Source: an optimization exercise on an open RTL-to-GDS flow (aim: small area and a short achievable clock period). Production flows keep margins and buffers that such runs may drop. At most, simulation tests tie the RTL to the original design; equivalence was not proved. Power figures rest on the tool's default switching activity, not on a simulated workload.

Design bpu_top, start of the top module:
module bpu_top (
   input  logic        clk_i,
   input  logic        rst_i,
   input  logic [31:0] curr_pc_i,
   output logic        pred_taken_o,
   output logic [31:0] pred_target_o,
   output logic        btb_hit_o,
   input  logic        res_valid_i,
   input  logic [31:0] res_pc_i,
   input  logic [31:0] res_target_i,
   input  logic        res_taken_i,
   input  logic        res_mispredict_i,
   output logic [31:0] mispred_cnt_o
);
Size: roughly 170 I/O pins, roughly 0.065 mm2 of cells after synthesis.
==> module branch_predictor, before the edit <==
module branch_predictor (
   input  logic        clk_i,
   input  logic        rst_i,
   input  logic [31:0] curr_pc_i,
   output logic        pred_taken_o,
   output logic [31:0] pred_target_o,
   output logic        btb_hit_o,
   input  logic        res_valid_i,
   input  logic [31:0] res_pc_i,
   input  logic [31:0] res_target_i,
   input  logic        res_taken_i,
   input  logic        res_mispredict_i,
   output logic [31:0] mispred_cnt_o
);
   logic [15:0][15:0] bht_hi_q, bht_lo_q;    
   logic [15:0]       bht_row_valid_q;
   logic [15:0]       btb_valid_q;
   logic [15:0][25:0] btb_tag_q;
   logic [15:0][31:0] btb_target_q;
   logic [3:0]        ghr_q;
   logic [31:0]       cnt_q;
   logic [3:0]        lk_idx;
   logic [15:0]       lk_dec, lk_col_dec, entry_hit_n;
   logic [1:0][3:0]   hit_part, bht_part;   
   logic [15:0][15:0] bht_hi_t;              
   logic [15:0]       bht_row;               
   logic              row_valid;
   logic [31:0]       pc_plus4, btb_target_sel;
   assign lk_idx = curr_pc_i[5:2];
   bp_dec4 u_lk_dec  (.a_i(lk_idx),                  .y_o(lk_dec));
   bp_dec4 u_col_dec (.a_i(curr_pc_i[5:2] ^ ghr_q),  .y_o(lk_col_dec));
   for (genvar e = 0; e < 16; e++) begin : g_lk_btb
      bp_tag_hit_n u_hit (
         .en_i    (btb_valid_q[e] && lk_dec[e]),
         .tag_i   (btb_tag_q[e]),
         .pc_tag_i(curr_pc_i[31:6]),
         .hit_n_o (entry_hit_n[e])
      );
   end
   for (genvar h = 0; h < 2; h++) begin : g_hit_half
      for (genvar i = 0; i < 4; i++) begin : g_hit_part
         bp_nand4 u_part (
            .a_i(entry_hit_n[4*i]),   .b_i(entry_hit_n[4*i+1]),
            .c_i(entry_hit_n[4*i+2]), .d_i(entry_hit_n[4*i+3]),
            .y_o(hit_part[h][i])
         );
      end
   end
   assign btb_hit_o = |hit_part[0];
   for (genvar c = 0; c < 16; c++) begin : g_lk_col
      for (genvar r = 0; r < 16; r++) begin : g_t
         assign bht_hi_t[c][r] = bht_hi_q[r][c];
      end
      bp_mux16 u_row (.d_i(bht_hi_t[c]), .sel_i(curr_pc_i[9:6]), .y_o(bht_row[c]));
   end
   bp_mux16 u_row_valid (.d_i(bht_row_valid_q), .sel_i(curr_pc_i[9:6]), .y_o(row_valid));
   for (genvar h = 0; h < 2; h++) begin : g_col_half
      bp_sel16_part u_col (.d_i(bht_row), .sel_i(lk_col_dec), .part_o(bht_part[h]));
   end
   assign pc_plus4     = curr_pc_i + 32'd4;
   assign pred_taken_o = (|hit_part[0]) && (|bht_part[0]) && row_valid;
   for (genvar g = 0; g < 8; g++) begin : g_out
      bp_out4 u_out (
         .hit_part_i  (hit_part[g/4]),
         .bht_part_i  (bht_part[g/4]),
         .row_valid_i (row_valid),
         .target_n_i  (~btb_target_sel[4*g +: 4]),
         .pc_plus4_n_i(~pc_plus4[4*g +: 4]),
         .y_o         (pred_target_o[4*g +: 4])
      );
   end
   assign btb_target_sel = btb_target_q[lk_idx];
   assign mispred_cnt_o = cnt_q;
   logic [3:0]  up_row, up_col;
   logic        old_hi, old_lo, new_hi, new_lo;
   logic [15:0] col_hit, col_we, col_d_hi, col_d_lo;
   logic        up_row_valid;
   assign up_row = res_pc_i[9:6];
   assign up_col = res_pc_i[5:2] ^ ghr_q;
   assign old_hi = up_row_valid ? bht_hi_q[up_row][up_col] : 1'b0;
   assign old_lo = up_row_valid ? bht_lo_q[up_row][up_col] : 1'b1;
   assign new_hi = (old_hi & old_lo) | (res_taken_i & (old_hi | old_lo));
   assign new_lo = (old_hi & ~old_lo) | (res_taken_i & (old_hi | ~old_lo));
   assign up_row_valid = bht_row_valid_q[up_row];
   always_comb begin
      for (int c = 0; c < 16; c++) begin
         col_hit[c]  = (up_col == 4'(c));
         col_we[c]   = col_hit[c] || !up_row_valid;
         col_d_hi[c] = col_hit[c] & new_hi;
         col_d_lo[c] = ~col_hit[c] | new_lo;
      end
   end
   for (genvar r = 0; r < 16; r++) begin : g_bht_row
      logic row_we;
      assign row_we = res_valid_i && (up_row == 4'(r));
      always_ff @(posedge clk_i or posedge rst_i) begin
         if (rst_i) bht_row_valid_q[r] <= 1'b0;
         else if (row_we) bht_row_valid_q[r] <= 1'b1;
      end
      for (genvar c = 0; c < 16; c++) begin : g_bht_col
         always_ff @(posedge clk_i) begin
            if (row_we && col_we[c]) begin
               bht_hi_q[r][c] <= col_d_hi[c];
               bht_lo_q[r][c] <= col_d_lo[c];
            end
         end
      end
   end
   logic [3:0] up_btb;
   assign up_btb = res_pc_i[5:2];
   for (genvar e = 0; e < 16; e++) begin : g_btb
      logic we;
      assign we = res_valid_i && res_taken_i && (up_btb == 4'(e));
      always_ff @(posedge clk_i or posedge rst_i) begin
         if (rst_i) btb_valid_q[e] <= 1'b0;
         else if (we) btb_valid_q[e] <= 1'b1;
      end
      always_ff @(posedge clk_i) begin
         if (we) begin
            btb_tag_q[e]    <= res_pc_i[31:6];
            btb_target_q[e] <= res_target_i;
         end
      end
   end
   always_ff @(posedge clk_i or posedge rst_i) begin
      if (rst_i) begin
         ghr_q <= '0;
         cnt_q <= '0;
      end else if (res_valid_i) begin
         ghr_q <= {ghr_q[2:0], res_taken_i};
         if (res_mispredict_i) cnt_q <= cnt_q + 32'd1;
      end
   end
endmodule
==> flow/config.mk <==
export PLATFORM = sky130hd
export DESIGN_NAME = bpu_top
export DESIGN_NICKNAME = bpu_top
export VERILOG_FILES = /design/flow/design.v
export SDC_FILE = /design/flow/constraint.sdc
export NUM_CORES = 4
export LEC_CHECK = 0
export CAP_MARGIN = 20
export CORE_MARGIN = 2
export CORE_UTILIZATION = 40
export CTS_CLUSTER_DIAMETER = 60
export CTS_CLUSTER_SIZE = 40
export SETUP_SLACK_MARGIN = 1.5
export SLEW_MARGIN = 20
export SYNTH_HIERARCHICAL = 1
==> flow/constraint.sdc <==
create_clock -name core_clock -period 7.0 [get_ports {clk_i}]
set_input_delay 1.4000 -clock core_clock [delete_from_list [all_inputs] [get_ports {clk_i}]]
set_output_delay 1.4000 -clock core_clock [all_outputs]
set_load 0.01 [all_outputs]
standard.sh (not shown) runs the stock make flow with config.mk's settings and CLKGATE_MAP_FILE= SYNTH_SCRIPT=/design/flow/synth_recipe.tcl, a recipe that flattens the netlist after the stock synthesis.
==> flow/flow/run.sh <==
#!/bin/bash
# Standard layout (the standard.sh: ORFS from synthesis to the final layout), with
# clock tree synthesis told not to add dummy balancing loads to the clock tree.
set -euo pipefail
cd "$(dirname "$0")/.."
bash standard.sh \
   CTS_ARGS="-sink_clustering_enable -repair_clock_nets -dont_use_dummy_load -sink_clustering_size 40 -sink_clustering_max_diameter 60" \
   BUFFER_PORTS_ARGS="-buffer_cell sky130_fd_sc_hd__buf_2" \
   finish > flow_make.log 2>&1
Rerun with:
--- a/flow/design.v
+++ b/flow/design.v
@@ -156,11 +156,19 @@
    assign btb_hit_o = |hit_part[0];
    for (genvar c = 0; c < 16; c++) begin : g_lk_col
       for (genvar r = 0; r < 16; r++) begin : g_t
          assign bht_hi_t[c][r] = bht_hi_q[r][c];
       end
-      bp_mux16 u_row (.d_i(bht_hi_t[c]), .sel_i(curr_pc_i[9:6]), .y_o(bht_row[c]));
+      if (c < 8) begin : g_lo_first
+         bp_mux16 u_row (.d_i(bht_hi_t[c]), .sel_i(curr_pc_i[9:6]), .y_o(bht_row[c]));
+      end else begin : g_hi_first
+         logic [15:0] d_swap;
+         for (genvar r = 0; r < 16; r++) begin : g_s
+            assign d_swap[{r[1:0], r[3:2]}] = bht_hi_t[c][r];
+         end
+         bp_mux16 u_row (.d_i(d_swap), .sel_i({curr_pc_i[7:6], curr_pc_i[9:8]}), .y_o(bht_row[c]));
+      end
    end
    bp_mux16 u_row_valid (.d_i(bht_row_valid_q), .sel_i(curr_pc_i[9:6]), .y_o(row_valid));
    for (genvar h = 0; h < 2; h++) begin : g_col_half
       bp_sel16_part u_col (.d_i(bht_row), .sel_i(lk_col_dec), .part_o(bht_part[h]));
    end
After rerunning:
- The changed run completed without violations
- via count barely changes
- design area falls by about 0.6%
- clock-buffer cell count falls by 4
- clock skew falls by 9.2 ps
- setup slack gains 130 ps
- non-clock buffer count rises by 6
- sequential share of layout area rises by 0.39 points
- total power falls by about 0.64%
- clock power falls by about 2%
- sequential cell count is unchanged
- die area stays the same

========
Another version of the RTL of bpu_top (not shown whole).
For scale: about 4100 cells after synthesis, about 1500 flip-flops, about 65000 um^2 of cells after synthesis.
==> module bp_bht_quad, before the edit <==
module bp_bht_quad (
   input  logic [3:0][15:0] hi_i,       
   input  logic [3:0]       row_en_i,
   input  logic [15:0]      col_en_i,
   output logic             y_o
);
   always_comb begin
      y_o = 1'b0;
      for (int r = 0; r < 4; r++)
         for (int c = 0; c < 16; c++)
            y_o = y_o | (row_en_i[r] & col_en_i[c] & hi_i[r][c]);
   end
endmodule
==> module bp_out4, before the edit <==
module bp_out4 (
   input  logic [3:0] hit_part_i,
   input  logic [3:0] bht_part_i,
   input  logic [3:0] target_n_i,
   input  logic [3:0] pc_plus4_n_i,
   output logic [3:0] y_o
);
   logic taken;
   assign taken = (|hit_part_i) && (|bht_part_i);
   for (genvar i = 0; i < 4; i++) begin : g_bit
      bp_mux2i u_mux (.s_i(taken), .a0_i(pc_plus4_n_i[i]), .a1_i(target_n_i[i]), .y_o(y_o[i]));
   end
endmodule
==> module branch_predictor, before the edit <==
module branch_predictor (
   input  logic        clk_i,
   input  logic        rst_i,
   input  logic [31:0] curr_pc_i,
   output logic        pred_taken_o,
   output logic [31:0] pred_target_o,
   output logic        btb_hit_o,
   input  logic        res_valid_i,
   input  logic [31:0] res_pc_i,
   input  logic [31:0] res_target_i,
   input  logic        res_taken_i,
   input  logic        res_mispredict_i,
   output logic [31:0] mispred_cnt_o
);
   logic [15:0][15:0] bht_hi_q, bht_lo_q;    
   logic [15:0]       bht_row_valid_q;
   logic [15:0]       btb_valid_q;
   logic [15:0][25:0] btb_tag_q;
   logic [15:0][31:0] btb_target_q;
   logic [3:0]        ghr_q;
   logic [31:0]       cnt_q;
   logic [3:0]        lk_idx;
   logic [15:0]       lk_dec, lk_col_dec, entry_hit_n;
   logic [1:0][3:0]   hit_part;             
   logic [3:0]        bht_part;
   logic [15:0]       lk_row_dec, lk_row_en;
   logic [31:0]       pc_plus4, btb_target_sel;
   assign lk_idx = curr_pc_i[5:2];
   bp_dec4 u_lk_dec  (.a_i(lk_idx),                  .y_o(lk_dec));
   bp_dec4 u_col_dec (.a_i(curr_pc_i[5:2] ^ ghr_q),  .y_o(lk_col_dec));
   for (genvar e = 0; e < 16; e++) begin : g_lk_btb
      bp_tag_hit_n u_hit (
         .en_i    (btb_valid_q[e] && lk_dec[e]),
         .tag_i   (btb_tag_q[e]),
         .pc_tag_i(curr_pc_i[31:6]),
         .hit_n_o (entry_hit_n[e])
      );
   end
   for (genvar h = 0; h < 2; h++) begin : g_hit_half
      for (genvar i = 0; i < 4; i++) begin : g_hit_part
         bp_nand4 u_part (
            .a_i(entry_hit_n[4*i]),   .b_i(entry_hit_n[4*i+1]),
            .c_i(entry_hit_n[4*i+2]), .d_i(entry_hit_n[4*i+3]),
            .y_o(hit_part[h][i])
         );
      end
   end
   assign btb_hit_o = |hit_part[0];
   bp_dec4 u_row_dec (.a_i(curr_pc_i[9:6]), .y_o(lk_row_dec));
   assign lk_row_en = lk_row_dec & bht_row_valid_q;
   for (genvar q = 0; q < 4; q++) begin : g_bht_quad
      bp_bht_quad u_quad (
         .hi_i    (bht_hi_q[4*q +: 4]),
         .row_en_i(lk_row_en[4*q +: 4]),
         .col_en_i(lk_col_dec),
         .y_o     (bht_part[q])
      );
   end
   assign pc_plus4     = curr_pc_i + 32'd4;
   assign pred_taken_o = (|hit_part[0]) && (|bht_part);
   for (genvar g = 0; g < 8; g++) begin : g_out
      bp_out4 u_out (
         .hit_part_i  (hit_part[g/4]),
         .bht_part_i  (bht_part),
         .target_n_i  (~btb_target_sel[4*g +: 4]),
         .pc_plus4_n_i(~pc_plus4[4*g +: 4]),
         .y_o         (pred_target_o[4*g +: 4])
      );
   end
   assign btb_target_sel = btb_target_q[lk_idx];
   assign mispred_cnt_o = cnt_q;
   logic [3:0]  up_row, up_col;
   logic        old_hi, old_lo, new_hi, new_lo;
   logic [15:0] col_hit, col_we, col_d_hi, col_d_lo;
   logic        up_row_valid;
   assign up_row = res_pc_i[9:6];
   assign up_col = res_pc_i[5:2] ^ ghr_q;
   assign old_hi = up_row_valid ? bht_hi_q[up_row][up_col] : 1'b0;
   assign old_lo = up_row_valid ? bht_lo_q[up_row][up_col] : 1'b1;
   assign new_hi = (old_hi & old_lo) | (res_taken_i & (old_hi | old_lo));
   assign new_lo = (old_hi & ~old_lo) | (res_taken_i & (old_hi | ~old_lo));
   assign up_row_valid = bht_row_valid_q[up_row];
   always_comb begin
      for (int c = 0; c < 16; c++) begin
         col_hit[c]  = (up_col == 4'(c));
         col_we[c]   = col_hit[c] || !up_row_valid;
         col_d_hi[c] = col_hit[c] & new_hi;
         col_d_lo[c] = ~col_hit[c] | new_lo;
      end
   end
   for (genvar r = 0; r < 16; r++) begin : g_bht_row
      logic row_we;
      assign row_we = res_valid_i && (up_row == 4'(r));
      always_ff @(posedge clk_i or posedge rst_i) begin
         if (rst_i) bht_row_valid_q[r] <= 1'b0;
         else if (row_we) bht_row_valid_q[r] <= 1'b1;
      end
      for (genvar c = 0; c < 16; c++) begin : g_bht_col
         always_ff @(posedge clk_i) begin
            if (row_we && col_we[c]) begin
               bht_hi_q[r][c] <= col_d_hi[c];
               bht_lo_q[r][c] <= col_d_lo[c];
            end
         end
      end
   end
   logic [3:0] up_btb;
   assign up_btb = res_pc_i[5:2];
   for (genvar e = 0; e < 16; e++) begin : g_btb
      logic we;
      assign we = res_valid_i && res_taken_i && (up_btb == 4'(e));
      always_ff @(posedge clk_i or posedge rst_i) begin
         if (rst_i) btb_valid_q[e] <= 1'b0;
         else if (we) btb_valid_q[e] <= 1'b1;
      end
      always_ff @(posedge clk_i) begin
         if (we) begin
            btb_tag_q[e]    <= res_pc_i[31:6];
            btb_target_q[e] <= res_target_i;
         end
      end
   end
   always_ff @(posedge clk_i or posedge rst_i) begin
      if (rst_i) begin
         ghr_q <= '0;
         cnt_q <= '0;
      end else if (res_valid_i) begin
         ghr_q <= {ghr_q[2:0], res_taken_i};
         if (res_mispredict_i) cnt_q <= cnt_q + 32'd1;
      end
   end
endmodule
Settings: LEC_CHECK=0, CAP_MARGIN=20, CORE_MARGIN=2, CORE_UTILIZATION=40, CTS_CLUSTER_DIAMETER=60, CTS_CLUSTER_SIZE=40, SETUP_SLACK_MARGIN=1.5, SLEW_MARGIN=20, SYNTH_HIERARCHICAL=1; clock period 7.0 ns.
==> flow/flow/run.sh <==
#!/bin/bash
# Standard layout (the standard.sh: ORFS from synthesis to the final layout), with
# clock tree synthesis told not to add dummy balancing loads to the clock tree.
set -euo pipefail
cd "$(dirname "$0")/.."
bash standard.sh \
   CTS_ARGS="-sink_clustering_enable -repair_clock_nets -dont_use_dummy_load -sink_clustering_size 40 -sink_clustering_max_diameter 60" \
   finish > flow_make.log 2>&1
Change:
--- a/flow/design.v
+++ b/flow/design.v
@@ -67,23 +67,10 @@
    input  logic [15:0] sel_i,
    output logic [3:0]  part_o
 );
    always_comb for (int i = 0; i < 4; i++) part_o[i] = |(d_i[4*i +: 4] & sel_i[4*i +: 4]);
 endmodule
-module bp_bht_quad (
-   input  logic [3:0][15:0] hi_i,       
-   input  logic [3:0]       row_en_i,
-   input  logic [15:0]      col_en_i,
-   output logic             y_o
-);
-   always_comb begin
-      y_o = 1'b0;
-      for (int r = 0; r < 4; r++)
-         for (int c = 0; c < 16; c++)
-            y_o = y_o | (row_en_i[r] & col_en_i[c] & hi_i[r][c]);
-   end
-endmodule
 module bp_mux16 (
    input  logic [15:0] d_i,
    input  logic [3:0]  sel_i,
    output logic        y_o
 );
@@ -97,16 +84,17 @@
    assign y_o = |(d_i & sel_i);
 endmodule
 module bp_out4 (
    input  logic [3:0] hit_part_i,
    input  logic [3:0] bht_part_i,
+   input  logic       row_valid_i,
    input  logic [3:0] target_n_i,
    input  logic [3:0] pc_plus4_n_i,
    output logic [3:0] y_o
 );
    logic taken;
-   assign taken = (|hit_part_i) && (|bht_part_i);
+   assign taken = (|hit_part_i) && (|bht_part_i) && row_valid_i;
    for (genvar i = 0; i < 4; i++) begin : g_bit
       bp_mux2i u_mux (.s_i(taken), .a0_i(pc_plus4_n_i[i]), .a1_i(target_n_i[i]), .y_o(y_o[i]));
    end
 endmodule
 module bp_mux2i (
@@ -138,13 +126,14 @@
    logic [15:0][31:0] btb_target_q;
    logic [3:0]        ghr_q;
    logic [31:0]       cnt_q;
    logic [3:0]        lk_idx;
    logic [15:0]       lk_dec, lk_col_dec, entry_hit_n;
-   logic [1:0][3:0]   hit_part;             
-   logic [3:0]        bht_part;
-   logic [15:0]       lk_row_dec, lk_row_en;
+   logic [1:0][3:0]   hit_part, bht_part;   
+   logic [15:0][15:0] bht_hi_t;              
+   logic [15:0]       bht_row;               
+   logic              row_valid;
    logic [31:0]       pc_plus4, btb_target_sel;
    assign lk_idx = curr_pc_i[5:2];
    bp_dec4 u_lk_dec  (.a_i(lk_idx),                  .y_o(lk_dec));
    bp_dec4 u_col_dec (.a_i(curr_pc_i[5:2] ^ ghr_q),  .y_o(lk_col_dec));
    for (genvar e = 0; e < 16; e++) begin : g_lk_btb
@@ -163,26 +152,27 @@
             .y_o(hit_part[h][i])
          );
       end
    end
    assign btb_hit_o = |hit_part[0];
-   bp_dec4 u_row_dec (.a_i(curr_pc_i[9:6]), .y_o(lk_row_dec));
-   assign lk_row_en = lk_row_dec & bht_row_valid_q;
-   for (genvar q = 0; q < 4; q++) begin : g_bht_quad
-      bp_bht_quad u_quad (
-         .hi_i    (bht_hi_q[4*q +: 4]),
-         .row_en_i(lk_row_en[4*q +: 4]),
-         .col_en_i(lk_col_dec),
-         .y_o     (bht_part[q])
-      );
+   for (genvar c = 0; c < 16; c++) begin : g_lk_col
+      for (genvar r = 0; r < 16; r++) begin : g_t
+         assign bht_hi_t[c][r] = bht_hi_q[r][c];
+      end
+      bp_mux16 u_row (.d_i(bht_hi_t[c]), .sel_i(curr_pc_i[9:6]), .y_o(bht_row[c]));
+   end
+   bp_mux16 u_row_valid (.d_i(bht_row_valid_q), .sel_i(curr_pc_i[9:6]), .y_o(row_valid));
+   for (genvar h = 0; h < 2; h++) begin : g_col_half
+      bp_sel16_part u_col (.d_i(bht_row), .sel_i(lk_col_dec), .part_o(bht_part[h]));
    end
    assign pc_plus4     = curr_pc_i + 32'd4;
-   assign pred_taken_o = (|hit_part[0]) && (|bht_part);
+   assign pred_taken_o = (|hit_part[0]) && (|bht_part[0]) && row_valid;
    for (genvar g = 0; g < 8; g++) begin : g_out
       bp_out4 u_out (
          .hit_part_i  (hit_part[g/4]),
-         .bht_part_i  (bht_part),
+         .bht_part_i  (bht_part[g/4]),
+         .row_valid_i (row_valid),
          .target_n_i  (~btb_target_sel[4*g +: 4]),
          .pc_plus4_n_i(~pc_plus4[4*g +: 4]),
          .y_o         (pred_target_o[4*g +: 4])
       );
    end
After rerunning: Core utilization grows by 0.14 points. Die area grows by 1.2%. Routed wire length shrinks by about 4%. Setup slack improves by 0.86 ns. Cell area grows by about 1.7%. Worst hold slack stays flat. Flip-flop and latch count is unchanged. Non-clock buffer count shrinks by 52. Count of clock-buffer cells in the layout grows by 1. Critical path depth shrinks by 4. Cell count shrinks by 1.2%. Register-to-register slack improves by 0.37 ns. Synthesized area grows by about 1.2%. Sequential share of layout area shrinks by 0.99 points.
The RTL of the first run of this note was laid out without a check of its function.

## port drivers added, routing unchanged
How much do the figures lean on ideal ports? The routed layouts below were timed once more, with nothing changed but the port constraints.
Step 1: set_driving_cell puts a clkbuf_16 on clk_i and a buf_2 on each other input, an assumption about the parent block.
Step 2 moves the port delays by t, midway between the first and last clock arrival at a register: inputs arrive t later, outputs are due t later. That takes back most of the time a late clock gives input paths.
Slacks: ideal ports / drivers / drivers and shift; pairs: ideal ports / drivers.
| run | t (ns) | slack for setup (ns) | worst hold slack (ns) | worst setup path after step 2 |
|---|---|---|---|---|
| the first run of note 1 | 0.785 | 1.361 / 1.258 / 0.648 | 0.461 / 0.461 / 0.461 | input to register |
| the second run of note 1 | 0.769 | 1.492 / 1.235 / 0.886 | 0.464 / 0.464 / 0.464 | input to register |
| the first run of note 2 | 0.791 | 0.582 / 0.446 / 0.446 | 0.457 / 0.457 / 0.457 | input to output |
| the second run of note 2 | 0.808 | 1.444 / 1.144 / 0.830 | 0.456 / 0.456 / 0.456 | input to register |
After both steps every run listed still meets setup and hold. For the first run of note 1, which loses most, drivers alone change the setup slack by -0.103 ns; drivers and shift together by -0.713 ns.
